Context: an optimization exercise on an open-source flow, tuned for small area. The choices shown serve that exercise and are no tape-out recipe. Function was checked by simulation only, so behaviour that the tests miss may differ from the original. No activity file was given, so power comes from the tool's default toggle rates.

== the baseline ==
Design register_file_mp, start of the top module:
module register_file_mp #(
    parameter int DATA_W  = regfile_pkg::DATA_W_DEF,
    parameter int ADDR_W  = regfile_pkg::ADDR_W_DEF,
    parameter int DEPTH   = 32,
    parameter int NREAD   = 2,
    parameter int NWRITE  = 2,
    parameter int ZERO_R0 = 1
) (
    input  logic                     RegisterFileMP_CLK,
    input  logic                     RegisterFileMP_RST,
    input  logic [NREAD*ADDR_W-1:0]  RegisterFileMP_RA,
    output logic [NREAD*DATA_W-1:0]  RegisterFileMP_RD,
    output logic [NREAD-1:0]         RegisterFileMP_RRDY,
    input  logic [NWRITE-1:0]        RegisterFileMP_WE,
    input  logic [NWRITE*ADDR_W-1:0] RegisterFileMP_WA,
    input  logic [NWRITE*DATA_W-1:0] RegisterFileMP_WD,
    input  logic                     RegisterFileMP_RSV,
    input  logic [ADDR_W-1:0]        RegisterFileMP_RSVA,
    input  logic                     RegisterFileMP_FLUSH,
    output logic                     RegisterFileMP_BUSY
);
    logic       run_q;
    logic [4:0] idx_q;
    logic       run;
    always_ff @(posedge RegisterFileMP_CLK) begin
        if (RegisterFileMP_RST) begin
            run_q <= 1'b0;
            idx_q <= '0;
        end else begin
            run_q <= run_q | (&idx_q);
            idx_q <= idx_q + 5'd1;
        end
    end
    assign run                 = run_q & ~RegisterFileMP_RST;
    assign RegisterFileMP_BUSY = ~run;
    logic [4:0]  wa0, wa1;
    logic [31:0] wd0, wd1;
    logic [31:1] w0, w1, hold, wr, rsv;
    assign wa0 = RegisterFileMP_WA[4:0];
    assign wa1 = RegisterFileMP_WA[9:5];
    assign wd0 = RegisterFileMP_WD[31:0];
    assign wd1 = RegisterFileMP_WD[63:32];
    always_comb begin
        for (int r = 1; r < 32; r++) begin
            w1[r]   = run & RegisterFileMP_WE[1] & (wa1 == 5'(r));
            wr[r]   = run & ((RegisterFileMP_WE[0] & (wa0 == 5'(r))) | w1[r]);
            w0[r]   = wr[r] & ~w1[r];
            hold[r] = run & ~wr[r];
            rsv[r]  = run & RegisterFileMP_RSV & (RegisterFileMP_RSVA == 5'(r));
        end
    end
    logic [31:0] mem_q [1:31];
    logic [31:0] mem_d [1:31];
    for (genvar r = 1; r < 32; r++) begin : g_reg
  ...
For scale: about 4600 cells after synthesis, ~1000 flip-flops, roughly 160 I/O pins, roughly 46000 um2 of cells after synthesis.
==> flow/config.mk <==
export PLATFORM = sky130hd
export DESIGN_NAME = register_file_mp
export DESIGN_NICKNAME = register_file_mp
export VERILOG_FILES = /design/flow/design.v
export SDC_FILE = /design/flow/constraint.sdc
export NUM_CORES = 4
export LEC_CHECK = 0
export CAP_MARGIN = 20
export CORE_MARGIN = 2
export CORE_UTILIZATION = 30
export CTS_BUF_LIST = sky130_fd_sc_hd__clkbuf_8 sky130_fd_sc_hd__clkbuf_16
export PLACE_DENSITY = 0.45
export SETUP_SLACK_MARGIN = 0.15
export SLEW_MARGIN = 20
export SYNTH_HIERARCHICAL = 1
==> flow/constraint.sdc <==
create_clock -name core_clock -period 7.0 [get_ports {RegisterFileMP_CLK}]
set_input_delay 1.4000 -clock core_clock [delete_from_list [all_inputs] [get_ports {RegisterFileMP_CLK}]]
set_output_delay 1.4000 -clock core_clock [all_outputs]
set_load 0.01 [all_outputs]
standard.sh (not shown) runs the stock make flow with config.mk's settings and CLKGATE_MAP_FILE= SYNTH_SCRIPT=/design/flow/synth_recipe.tcl, a recipe that flattens the netlist after the stock synthesis.
==> flow/flow/run.sh <==
#!/bin/bash
# Own layout flow: the standard layout (standard.sh, unchanged synthesis and steps) with
# two settings ORFS takes from the environment:
#  - the clock tree is built from clkbuf_8/clkbuf_16 in larger clusters, without dummy loads;
#  - the input and output ports are buffered with buf_2 cells.
# The make output goes to make_finish.log here; ORFS keeps each step's log under orfs/logs.
set -euo pipefail
export CTS_ARGS="-sink_clustering_enable -repair_clock_nets -dont_use_dummy_load -buf_list {sky130_fd_sc_hd__clkbuf_8 sky130_fd_sc_hd__clkbuf_16} -sink_clustering_size 24 -sink_clustering_max_diameter 120"
export BUFFER_PORTS_ARGS="-buffer_cell sky130_fd_sc_hd__buf_2"
bash standard.sh finish > make_finish.log 2>&1
[inputs] the candidate vs the baseline
Settings: changing CAP_MARGIN from 20 to 10; changing SLEW_MARGIN from 20 to 10; removing CTS_BUF_LIST (formerly sky130_fd_sc_hd__clkbuf_8 sky130_fd_sc_hd__clkbuf_16).
Results
The average via count per standard cell of the candidate and that of the baseline are within noise of each other.
The baseline and the candidate ended up with nearly the same non-clock buffer count.
From the baseline to the candidate the numbers moved as follows: count of clock buffers in the final design roughly the same, share of total power in the clock network held.
Compared with the baseline, the candidate has less setup slack.
Sequential share of layout area delta (the candidate -> the baseline): insignificant
Relative area change from synthesis to final layout delta (the candidate -> the baseline): insignificant

-- afterwards: timing with drivers on the ports --
The flow's constraints put no driver on any port. The routed layouts listed below were extracted and timed again, unchanged, in two steps. Step 1 sets driving cells, clkbuf_16 on the clock port and buf_2 on the other inputs (assumed; they add their load-dependent delay and slew). Step 2 times the ports against the registers' clock, not the clock port: input delays grow and output delays shrink by t, the midpoint of the rising clock arrivals with the driver on. Slacks: ideal / step 1 / step 2; pairs: ideal / step 1.
run	shift t [ns]	setup WS [ns]	hold WS [ns]
the baseline	0.777	0.230 / 0.209 / 0.209	0.459 / 0.459 / 0.459
the candidate	0.771	0.136 / 0.115 / 0.115	0.461 / 0.461 / 0.461
After both steps setup and hold are still met in every run listed.
